This is an optimization exercise on Yosys and OpenROAD, whose aim is small area, a short achievable clock period and few clock cycles, not a production implementation. The RTL was checked by simulation tests, not by an equivalence proof against the original design. Power is estimated from default activity; no workload was simulated.

==> run a: inputs <==
==> flow/design.v <==
package isaPkg;
	typedef struct packed {
		logic [5:0] opcode;
		logic [4:0] rs;
		logic [4:0] rt;
		logic [4:0] rd;
		logic [4:0] shamt;
		logic [5:0] funct;
	} rFormat_t;
	typedef struct packed {
		logic [5:0] opcode;
		logic [4:0] rs;
		logic [4:0] rt;
		logic [15:0] imm16;
	} iFormat_t;
	typedef union packed {
		rFormat_t rFormat;
		iFormat_t iFormat;
	} instWord_t;
	localparam logic [5:0] OP_RTYPE = 6'h00;
	localparam logic [5:0] OP_ADDI = 6'h08;
	localparam logic [5:0] OP_ANDI = 6'h0c;
	localparam logic [5:0] OP_ORI = 6'h0d;
	localparam logic [5:0] OP_LW = 6'h23;
	localparam logic [5:0] OP_SW = 6'h2b;
	localparam logic [5:0] FN_ADD = 6'h20;
	localparam logic [5:0] FN_SUB = 6'h22;
	localparam logic [5:0] FN_AND = 6'h24;
	localparam logic [5:0] FN_OR = 6'h25;
	localparam logic [5:0] FN_SLT = 6'h2a;
endpackage
package pipePkg;
	typedef struct packed {
		logic sub;  
		logic slt;
		logic andOp;
		logic orOp;
	} aluCtl_t;
endpackage
`timescale 1ns/10ps
module registerFile (
	input logic clk,
	input logic rst,
	input logic [4:0] rsAddr,
	input logic [4:0] rtAddr,
	input logic [4:0] wrAddr,
	input logic wrEn,
	input logic [31:0] wrData,
	output logic [31:0] rsData,
	output logic [31:0] rtData
);
	logic [32-1:1][31:0] regs;  
	logic [31:0] wrVal, rsArr, rtArr;
	assign wrVal = rst ? 32'd0 : wrData;
	for (genvar i = 1; i < 32; i++) begin : g_reg
		always_ff @(posedge clk) begin
			if (rst || (wrEn && wrAddr == i))
				regs[i] <= wrVal;
		end
	end
	always_comb begin
		rsArr = '0;
		rtArr = '0;
		for (int i = 1; i < 32; i++) begin
			rsArr |= regs[i] & {32{rsAddr == i}};
			rtArr |= regs[i] & {32{rtAddr == i}};
		end
	end
	assign rsData = (wrEn && wrAddr == rsAddr) ? wrData : rsArr;
	assign rtData = (wrEn && wrAddr == rtAddr) ? wrData : rtArr;
endmodule
`timescale 1ns/10ps
module fetchDecode (
	input isaPkg::instWord_t inst,
	output logic regWe,  
	output logic isLoad,
	output logic isStore,
	output logic useImm,  
	output logic signExt,
	output pipePkg::aluCtl_t aluCtl,
	output logic [4:0] dest
);
	logic writes;
	always_comb begin
		writes = 1'b0;
		isLoad = 1'b0;
		isStore = 1'b0;
		useImm = 1'b1;
		aluCtl = '0;
		signExt = 1'b1;
		dest = inst.iFormat.rt;
		case (inst.rFormat.opcode)
			isaPkg::OP_RTYPE: begin
				useImm = 1'b0;
				dest = inst.rFormat.rd;
				case (inst.rFormat.funct)
					isaPkg::FN_ADD: writes = 1'b1;
					isaPkg::FN_SUB: begin writes = 1'b1; aluCtl.sub = 1'b1; end
					isaPkg::FN_AND: begin writes = 1'b1; aluCtl.andOp = 1'b1; end
					isaPkg::FN_OR: begin writes = 1'b1; aluCtl.orOp = 1'b1; end
					isaPkg::FN_SLT: begin writes = 1'b1; aluCtl.sub = 1'b1; aluCtl.slt = 1'b1; end
					default: ;
				endcase
			end
			isaPkg::OP_ADDI: writes = 1'b1;
			isaPkg::OP_ANDI: begin writes = 1'b1; aluCtl.andOp = 1'b1; signExt = 1'b0; end
			isaPkg::OP_ORI: begin writes = 1'b1; aluCtl.orOp = 1'b1; signExt = 1'b0; end
			isaPkg::OP_LW: begin writes = 1'b1; isLoad = 1'b1; end
			isaPkg::OP_SW: begin isStore = 1'b1; useImm = 1'b0; end
			default: ;
		endcase
	end
	assign regWe = writes && dest != 5'd0;
endmodule
`timescale 1ns/10ps
module pgCombine (
	input logic gHi,
	input logic pHi,
	input logic gLo,
	input logic pLo,
	output logic g,
	output logic p
);
	assign g = gHi | (pHi & gLo);
	assign p = pHi & pLo;
endmodule
module gCombine (
	input logic gHi,
	input logic pHi,
	input logic gLo,
	output logic g
);
	assign g = gHi | (pHi & gLo);
endmodule
module prefixAdder #(
	parameter int W = 32,
	parameter int L = 5  
) (
	input logic [W-1:0] a,
	input logic [W-1:0] b,
	input logic cin,
	output logic [W-1:0] sum
);
	logic [L:0][W-1:0] g, p;
	logic [W-1:0] c;
	assign g[0] = {a[W-1:1] & b[W-1:1], (a[0] & b[0]) | ((a[0] | b[0]) & cin)};
	assign p[0] = a | b;
	for (genvar l = 1; l <= L; l++) begin : g_lvl
		for (genvar i = 0; i < W; i++) begin : g_bit
			if (i >= (1 << (l - 1)) && l < L) begin : g_op
				pgCombine node (
					.gHi (g[l-1][i]), .pHi (p[l-1][i]),
					.gLo (g[l-1][i - (1 << (l - 1))]), .pLo (p[l-1][i - (1 << (l - 1))]),
					.g (g[l][i]), .p (p[l][i])
				);
			end else if (i >= (1 << (l - 1))) begin : g_last
				gCombine node (
					.gHi (g[l-1][i]), .pHi (p[l-1][i]),
					.gLo (g[l-1][i - (1 << (l - 1))]),
					.g (g[l][i])
				);
				assign p[l][i] = 1'b0;
			end else begin : g_pass
				assign g[l][i] = g[l-1][i];
				assign p[l][i] = p[l-1][i];
			end
		end
	end
	assign c = {g[L][W-2:0], cin};
	assign sum = a ^ b ^ c;
endmodule
module executeStage (
	input logic [31:0] opA,
	input logic [31:0] opB,  
	input pipePkg::aluCtl_t aluCtl,
	output logic [31:0] aluResult,
	output logic lt
);
	logic [31:0] sum;
	prefixAdder #(.W(32)) adder (
		.a (opA), .b (opB), .cin (aluCtl.sub), .sum
	);
	assign lt = (opA[31] ^ !opB[31]) ? opA[31] : sum[31];
	always_comb begin
		if (!(aluCtl.slt || aluCtl.andOp || aluCtl.orOp)) aluResult = sum;
		else if (aluCtl.slt) aluResult = {31'd0, lt};
		else if (aluCtl.andOp) aluResult = opA & opB;
		else aluResult = opA | opB;
	end
endmodule
`timescale 1ns/10ps
module dataMemory (
	input logic clk,
	input logic rst,
	input logic wrEn,
	input logic [64-1:0] sel,
	input logic [31:0] wrData,
	output logic [31:0] rdData
);
	logic [64-1:0][31:0] mem;
	logic [31:0] wrVal;
	assign wrVal = rst ? 32'd0 : wrData;
	for (genvar i = 0; i < 64; i++) begin : g_word
		always_ff @(posedge clk) begin
			if (rst || (wrEn && sel[i]))
				mem[i] <= wrVal;
		end
	end
	always_comb begin
		rdData = '0;
		for (int i = 0; i < 64; i++)
			rdData |= mem[i] & {32{sel[i]}};
	end
endmodule
`timescale 1ns/10ps
module mips32Top (
	input logic clk,
	input logic rst,
	input logic [31:0] inst,
	input logic instValid,
	output logic instReady,
	output logic regWrite,
	output logic [4:0] regAddr,
	output logic [31:0] regData,
	output logic memWr,
	output logic [6-1:0] memAddr,
	output logic [31:0] memData
);
	logic rdRegWe, rdLoad, rdStore, rdUseImm, rdSignExt;
	pipePkg::aluCtl_t rdAluCtl;
	logic [4:0] rdDest;
	logic [4:0] rsAddr, rtAddr;
	logic [31:0] rfRsData, rfRtData;
	logic fwd1A, fwd1B, fwd2A, fwd2B;
	logic hold;  
	logic idValid, idRegWe, idLoad, idStore, idUseImm, idSignExt;
	pipePkg::aluCtl_t idAluCtl;
	logic [4:0] idDest, idRs, idRt;
	logic [15:0] idImm;
	logic [31:0] idRsValue, idRtValue;
	logic idFwd1A, idFwd1B, idFwd2A, idFwd2B;
	logic [31:0] idImmExt, idA, idB;
	logic [7:0] addrNear, addrFar, byteAddr;
	logic exRegWe, exLoad, exStore;
	pipePkg::aluCtl_t exAluCtl;
	logic [4:0] exDest;
	logic [31:0] exA, exB;
	logic [64-1:0] exSel;
	logic [6-1:0] exAddr;
	logic [31:0] aluResult, loadData, exResult;
	logic [7:0] csaSum, csaCarry, addrArith, addrLogic;
	logic lt;
	logic wbRegWe;
	logic [4:0] wbDest;
	logic [31:0] wbData;
	logic ready;
	assign instReady = ready;
	fetchDecode fetchDecode (
		.inst,
		.regWe (rdRegWe), .isLoad (rdLoad), .isStore (rdStore), .useImm (rdUseImm),
		.signExt (rdSignExt), .aluCtl (rdAluCtl), .dest (rdDest)
	);
	assign rsAddr = hold ? idRs : inst[25:21];
	assign rtAddr = hold ? idRt : inst[20:16];
	registerFile registerFile (
		.clk, .rst,
		.rsAddr, .rtAddr,
		.wrAddr (wbDest), .wrEn (wbRegWe), .wrData (wbData),
		.rsData (rfRsData), .rtData (rfRtData)
	);
	assign fwd1A = !hold && idRegWe && idDest == rsAddr;
	assign fwd1B = !hold && idRegWe && idDest == rtAddr;
	assign fwd2A = exRegWe && exDest == rsAddr;
	assign fwd2B = exRegWe && exDest == rtAddr;
	always_ff @(posedge clk) begin
		if (rst) begin
			hold <= 1'b0;
			ready <= 1'b1;
			idValid <= 1'b0;
			idRegWe <= 1'b0;
			idLoad <= 1'b0;
			idStore <= 1'b0;
		end else if (!hold) begin
			hold <= instValid && (rdLoad || rdStore) && fwd1A && (idLoad || idAluCtl.slt);
			ready <= !(instValid && (rdLoad || rdStore) && fwd1A && (idLoad || idAluCtl.slt));
			idValid <= instValid;
			idRegWe <= instValid && rdRegWe;
			idLoad <= instValid && rdLoad;
			idStore <= instValid && rdStore;
		end else begin
			hold <= 1'b0;
			ready <= 1'b1;
		end
	end
	always_ff @(posedge clk) begin
		if (!hold) begin
			idUseImm <= rdUseImm;
			idSignExt <= rdSignExt;
			idAluCtl <= rdAluCtl;
			idDest <= rdDest;
			idRs <= inst[25:21];
			idRt <= inst[20:16];
			idImm <= inst[15:0];
		end
		idRsValue <= rfRsData;
		idRtValue <= rfRtData;
		idFwd1A <= fwd1A;
		idFwd1B <= fwd1B;
		idFwd2A <= fwd2A;
		idFwd2B <= fwd2B;
	end
	assign idImmExt = {{16{idSignExt && idImm[15]}}, idImm};
	assign idA = idFwd2A ? wbData : idRsValue;
	assign idB = idFwd2B ? wbData : idRtValue;
	prefixAdder #(.W(8), .L(3)) addNear (.a (idA[7:0]), .b (idImm[7:0]), .cin (1'b0), .sum (addrNear));
	always_ff @(posedge clk) begin
		if (rst) begin
			exRegWe <= 1'b0;
			exStore <= 1'b0;
		end else begin
			exRegWe <= idRegWe && !hold;
			exStore <= idStore && !hold;
		end
	end
	always_ff @(posedge clk) begin
		exLoad <= idLoad;
		exAluCtl <= idAluCtl;
		exDest <= idDest;
		if (idFwd1A && exLoad) exA <= loadData;
		else if (idFwd1A) exA <= aluResult;
		else exA <= idA;
		if (idFwd1B && !idUseImm && exLoad) exB <= loadData ^ {32{idAluCtl.sub}};
		else if (idFwd1B && !idUseImm) exB <= aluResult ^ {32{idAluCtl.sub}};
		else exB <= (idUseImm ? idImmExt : idB) ^ {32{idAluCtl.sub}};
	end
	assign csaSum = exA[7:0] ^ exB[7:0] ^ idImm[7:0];
	assign csaCarry = {(exA[6:0] & exB[6:0]) | (exA[6:0] & idImm[6:0]) | (exB[6:0] & idImm[6:0]),
		exAluCtl.sub};
	prefixAdder #(.W(8), .L(3)) addArith (.a (csaSum), .b (csaCarry), .cin (1'b0), .sum (addrArith));
	prefixAdder #(.W(8), .L(3)) addLogic (
		.a (exAluCtl.andOp ? (exA[7:0] & exB[7:0]) : (exA[7:0] | exB[7:0])),
		.b (idImm[7:0]), .cin (1'b0), .sum (addrLogic)
	);
	assign addrFar = (exAluCtl.andOp || exAluCtl.orOp) ? addrLogic : addrArith;
	assign byteAddr = idFwd1A ? addrFar : addrNear;
	always_ff @(posedge clk) begin
		exAddr <= byteAddr[7:2];
		for (int i = 0; i < 64; i++)
			exSel[i] <= byteAddr[7:2] == i;
	end
	executeStage executeStage (
		.opA (exA), .opB (exB), .aluCtl (exAluCtl), .aluResult, .lt
	);
	dataMemory dataMemory (
		.clk, .rst,
		.wrEn (exStore), .sel (exSel), .wrData (exB),
		.rdData (loadData)
	);
	assign exResult = exLoad ? loadData : aluResult;
	always_ff @(posedge clk) begin
		if (rst) begin
			regWrite <= 1'b0;
			wbRegWe <= 1'b0;
			memWr <= 1'b0;
		end else begin
			regWrite <= exRegWe;
			wbRegWe <= exRegWe;
			memWr <= exStore;
		end
	end
	always_ff @(posedge clk) begin
		regAddr <= exDest;
		regData <= exResult;
		wbDest <= exDest;
		wbData <= exResult;
		memAddr <= exAddr;
		memData <= exB;
	end
endmodule
==> flow/flow/run.sh <==
#!/bin/bash
# The standard ORFS layout in two parts.
# 2. Clock tree, routing and finish, with timing repair aiming past the clock period; the repair
#    before placement, without wire estimates, is not given the margin.
set -euo pipefail
ADDER_MAP_FILE= bash standard.sh synth floorplan place > flow_synth_to_place.log 2>&1
SETUP_SLACK_MARGIN=2.6 TNS_END_PERCENT=100 bash standard.sh finish > flow_cts_to_finish.log 2>&1
==> flow/standard.sh <==
#!/bin/bash
# synth_recipe.tcl (not shown) runs the flow's synth.tcl, then flattens the netlist and writes it again
# the make line also repeats each setting of config.mk as NAME=value (left out here)
make -C /OpenROAD-flow-scripts/flow DESIGN_CONFIG=/design/flow/config.mk WORK_HOME=/design/flow/orfs CLKGATE_MAP_FILE= SYNTH_SCRIPT=/design/flow/synth_recipe.tcl "${@:-finish}"
==> flow/config.mk <==
export PLATFORM = sky130hd
export DESIGN_NAME = mips32Top
export DESIGN_NICKNAME = mips32Top
export VERILOG_FILES = /design/flow/design.v
export SDC_FILE = /design/flow/constraint.sdc
export NUM_CORES = 4
export LEC_CHECK = 0
export CAP_MARGIN = 20
export CORE_MARGIN = 2
export CORE_UTILIZATION = 40
export CTS_CLUSTER_DIAMETER = 100
export CTS_CLUSTER_SIZE = 25
export SLEW_MARGIN = 20
export SYNTH_HIERARCHICAL = 1
export SYNTH_MINIMUM_KEEP_SIZE = 0
==> flow/constraint.sdc <==
create_clock -name core_clock -period 6.0 [get_ports {clk}]
set_input_delay 1.2000 -clock core_clock [delete_from_list [all_inputs] [get_ports {clk}]]
set_output_delay 1.2000 -clock core_clock [all_outputs]
set_load 0.01 [all_outputs]
==> run b (differences from run a) <==
--- a/flow/design.v
+++ b/flow/design.v
@@ -139,7 +139,8 @@
 	input logic [W-1:0] a,
 	input logic [W-1:0] b,
 	input logic cin,
-	output logic [W-1:0] sum
+	output logic [W-1:0] sum,
+	output logic cTop  
 );
 	logic [L:0][W-1:0] g, p;
 	logic [W-1:0] c;
@@ -168,19 +169,21 @@
 	end
 	assign c = {g[L][W-2:0], cin};
 	assign sum = a ^ b ^ c;
+	assign cTop = c[W-1];
 endmodule
 module executeStage (
 	input logic [31:0] opA,
-	input logic [31:0] opB,  
+	input logic [31:0] opB,
 	input pipePkg::aluCtl_t aluCtl,
-	output logic [31:0] aluResult,
-	output logic lt
+	output logic [31:0] aluResult
 );
-	logic [31:0] sum;
+	logic [31:0] opBx, sum;
+	logic lt, cTop;
+	assign opBx = opB ^ {32{aluCtl.sub}};
 	prefixAdder #(.W(32)) adder (
-		.a (opA), .b (opB), .cin (aluCtl.sub), .sum
+		.a (opA), .b (opBx), .cin (aluCtl.sub), .sum, .cTop
 	);
-	assign lt = (opA[31] ^ !opB[31]) ? opA[31] : sum[31];
+	assign lt = (opA[31] ^ opB[31]) ? opA[31] : !cTop;
 	always_comb begin
 		if (!(aluCtl.slt || aluCtl.andOp || aluCtl.orOp)) aluResult = sum;
 		else if (aluCtl.slt) aluResult = {31'd0, lt};
@@ -206,10 +209,27 @@
 				mem[i] <= wrVal;
 		end
 	end
+	logic [7:0][31:0] groupData;
+	for (genvar gi = 0; gi < 8; gi++) begin : g_grp
+		readGroup8 grp (
+			.sel (sel[gi*8 +: 8]), .words (mem[gi*8 +: 8]), .data (groupData[gi])
+		);
+	end
 	always_comb begin
 		rdData = '0;
-		for (int i = 0; i < 64; i++)
-			rdData |= mem[i] & {32{sel[i]}};
+		for (int i = 0; i < 8; i++)
+			rdData |= groupData[i];
+	end
+endmodule
+module readGroup8 (
+	input logic [7:0] sel,
+	input logic [7:0][31:0] words,
+	output logic [31:0] data
+);
+	always_comb begin
+		data = '0;
+		for (int i = 0; i < 8; i++)
+			data |= words[i] & {32{sel[i]}};
 	end
 endmodule
 `timescale 1ns/10ps
@@ -239,7 +259,8 @@
 	logic [15:0] idImm;
 	logic [31:0] idRsValue, idRtValue;
 	logic idFwd1A, idFwd1B, idFwd2A, idFwd2B;
-	logic [31:0] idImmExt, idA, idB;
+	logic [31:0] idImmExt, idA, idB, exANext, exBNext;
+	logic fwdLoadA, fwdAluA, fwdLoadB, fwdAluB;
 	logic [7:0] addrNear, addrFar, byteAddr;
 	logic exRegWe, exLoad, exStore;
 	pipePkg::aluCtl_t exAluCtl;
@@ -248,8 +269,7 @@
 	logic [64-1:0] exSel;
 	logic [6-1:0] exAddr;
 	logic [31:0] aluResult, loadData, exResult;
-	logic [7:0] csaSum, csaCarry, addrArith, addrLogic;
-	logic lt;
+	logic [7:0] bx, csaSum, csaCarry, addrArith, addrLogic;
 	logic wbRegWe;
 	logic [4:0] wbDest;
 	logic [31:0] wbData;
@@ -312,7 +332,21 @@
 	assign idImmExt = {{16{idSignExt && idImm[15]}}, idImm};
 	assign idA = idFwd2A ? wbData : idRsValue;
 	assign idB = idFwd2B ? wbData : idRtValue;
-	prefixAdder #(.W(8), .L(3)) addNear (.a (idA[7:0]), .b (idImm[7:0]), .cin (1'b0), .sum (addrNear));
+	prefixAdder #(.W(8), .L(3)) addNear (
+		.a (idA[7:0]), .b (idImm[7:0]), .cin (1'b0), .sum (addrNear), .cTop ()
+	);
+	assign fwdLoadA = idFwd1A && exLoad;
+	assign fwdAluA = idFwd1A && !exLoad;
+	assign fwdLoadB = idFwd1B && !idUseImm && exLoad;
+	assign fwdAluB = idFwd1B && !idUseImm && !exLoad;
+	fwdSelect selA (
+		.k1 (fwdLoadA), .d1 (loadData), .k2 (fwdAluA), .d2 (aluResult),
+		.k3 (!idFwd1A), .d3 (idA), .y (exANext)
+	);
+	fwdSelect selB (
+		.k1 (fwdLoadB), .d1 (loadData), .k2 (fwdAluB), .d2 (aluResult),
+		.k3 (!(idFwd1B && !idUseImm)), .d3 (idUseImm ? idImmExt : idB), .y (exBNext)
+	);
 	always_ff @(posedge clk) begin
 		if (rst) begin
 			exRegWe <= 1'b0;
@@ -326,20 +360,19 @@
 		exLoad <= idLoad;
 		exAluCtl <= idAluCtl;
 		exDest <= idDest;
-		if (idFwd1A && exLoad) exA <= loadData;
-		else if (idFwd1A) exA <= aluResult;
-		else exA <= idA;
-		if (idFwd1B && !idUseImm && exLoad) exB <= loadData ^ {32{idAluCtl.sub}};
-		else if (idFwd1B && !idUseImm) exB <= aluResult ^ {32{idAluCtl.sub}};
-		else exB <= (idUseImm ? idImmExt : idB) ^ {32{idAluCtl.sub}};
+		exA <= exANext;
+		exB <= exBNext;
 	end
-	assign csaSum = exA[7:0] ^ exB[7:0] ^ idImm[7:0];
-	assign csaCarry = {(exA[6:0] & exB[6:0]) | (exA[6:0] & idImm[6:0]) | (exB[6:0] & idImm[6:0]),
+	assign bx = exB[7:0] ^ {8{exAluCtl.sub}};
+	assign csaSum = exA[7:0] ^ bx ^ idImm[7:0];
+	assign csaCarry = {(exA[6:0] & bx[6:0]) | (exA[6:0] & idImm[6:0]) | (bx[6:0] & idImm[6:0]),
 		exAluCtl.sub};
-	prefixAdder #(.W(8), .L(3)) addArith (.a (csaSum), .b (csaCarry), .cin (1'b0), .sum (addrArith));
+	prefixAdder #(.W(8), .L(3)) addArith (
+		.a (csaSum), .b (csaCarry), .cin (1'b0), .sum (addrArith), .cTop ()
+	);
 	prefixAdder #(.W(8), .L(3)) addLogic (
 		.a (exAluCtl.andOp ? (exA[7:0] & exB[7:0]) : (exA[7:0] | exB[7:0])),
-		.b (idImm[7:0]), .cin (1'b0), .sum (addrLogic)
+		.b (idImm[7:0]), .cin (1'b0), .sum (addrLogic), .cTop ()
 	);
 	assign addrFar = (exAluCtl.andOp || exAluCtl.orOp) ? addrLogic : addrArith;
 	assign byteAddr = idFwd1A ? addrFar : addrNear;
@@ -349,14 +382,17 @@
 			exSel[i] <= byteAddr[7:2] == i;
 	end
 	executeStage executeStage (
-		.opA (exA), .opB (exB), .aluCtl (exAluCtl), .aluResult, .lt
+		.opA (exA), .opB (exB), .aluCtl (exAluCtl), .aluResult
 	);
 	dataMemory dataMemory (
 		.clk, .rst,
 		.wrEn (exStore), .sel (exSel), .wrData (exB),
 		.rdData (loadData)
 	);
-	assign exResult = exLoad ? loadData : aluResult;
+	fwdSelect selResult (
+		.k1 (exLoad), .d1 (loadData), .k2 (!exLoad), .d2 (aluResult),
+		.k3 (1'b0), .d3 (32'd0), .y (exResult)
+	);
 	always_ff @(posedge clk) begin
 		if (rst) begin
 			regWrite <= 1'b0;
@@ -377,3 +413,14 @@
 		memData <= exB;
 	end
 endmodule
+module fwdSelect (
+	input logic k1,
+	input logic [31:0] d1,
+	input logic k2,
+	input logic [31:0] d2,
+	input logic k3,
+	input logic [31:0] d3,
+	output logic [31:0] y
+);
+	assign y = ({32{k1}} & d1) | ({32{k2}} & d2) | ({32{k3}} & d3);
+endmodule
Settings changed: CORE_UTILIZATION 40 to 55, PLACE_DENSITY from default to 0.7.
==> comparison table <==
	run a	run b
N_diodes	24	41
Design Power	58.5 mW	56.6 mW
Endpoint of the lowest-slack register-to-register path	exB[14]$_DFF_P_	wbData[9]$_DFF_P_
Inverter count of the layout excluding clock inverters	26	118
Maximum frequency from static timing analysis	0.265 GHz	0.280 GHz
Crit Path Category	register to register	input pin to register
Delay of the slowest cell on the worst path	0.91 ns	1.05 ns
Die Wd	583 um	498 um
Count of non-CTS buffers in the layout	866	852
Part of the total power dissipated in the clock network	22.8%	23.0%
Gpl congestion	1.10	1.09
Minimum setup slack after placement	0.876 ns	0.711 ns
Register share of total power	53.7%	55.0%
Result of the run	timing/DRC/antenna clean	timing/DRC/antenna clean
Kind of start point of the critical path	register	input pin
Sequential cell area	98,400 sq um	98,300 sq um
Fraction of final layout cells sized beyond drive strength 1	18.7%	16.0%
Total routing resource utilization after global routing	33.6%	44.9%
Vias in the first global route	85.8k	87.6k
Share of the core filled with cells in the final layout	45.7%	62.0%
Testbench counts of run a, summed over its fixed seeds: cycles 16,129.
Testbench counts of run b, summed over its fixed seeds: cycles 16,129.

## separate check: timing with driven ports
Ports are ideal in the flow. The routed layouts listed here were re-timed in OpenROAD. Step 1 sets driving cells, clkbuf_16 on the clock port and buf_2 on the other inputs (assumed; they add their load-dependent delay and slew). Step 2 adds t to the input delays and takes it off the output delays; t is the mean of the earliest and latest rising clock arrival at the registers after step 1. Input paths then give back, and output paths get back, about the clock's delay inside the block. a / b / c = ideal / step 1 / step 2; a / b = the first two.
run	t (ns)	setup slack, ns	worst slew at a driven data input, ns
run a	1.011	2.222 / 2.222 / 1.541	0.06
run b	1.006	2.428 / 2.473 / 1.501	0.06
After both steps every run listed still meets setup and hold. For run b, which loses most, drivers alone change the setup slack by +0.045 ns; drivers and shift together by -0.927 ns.
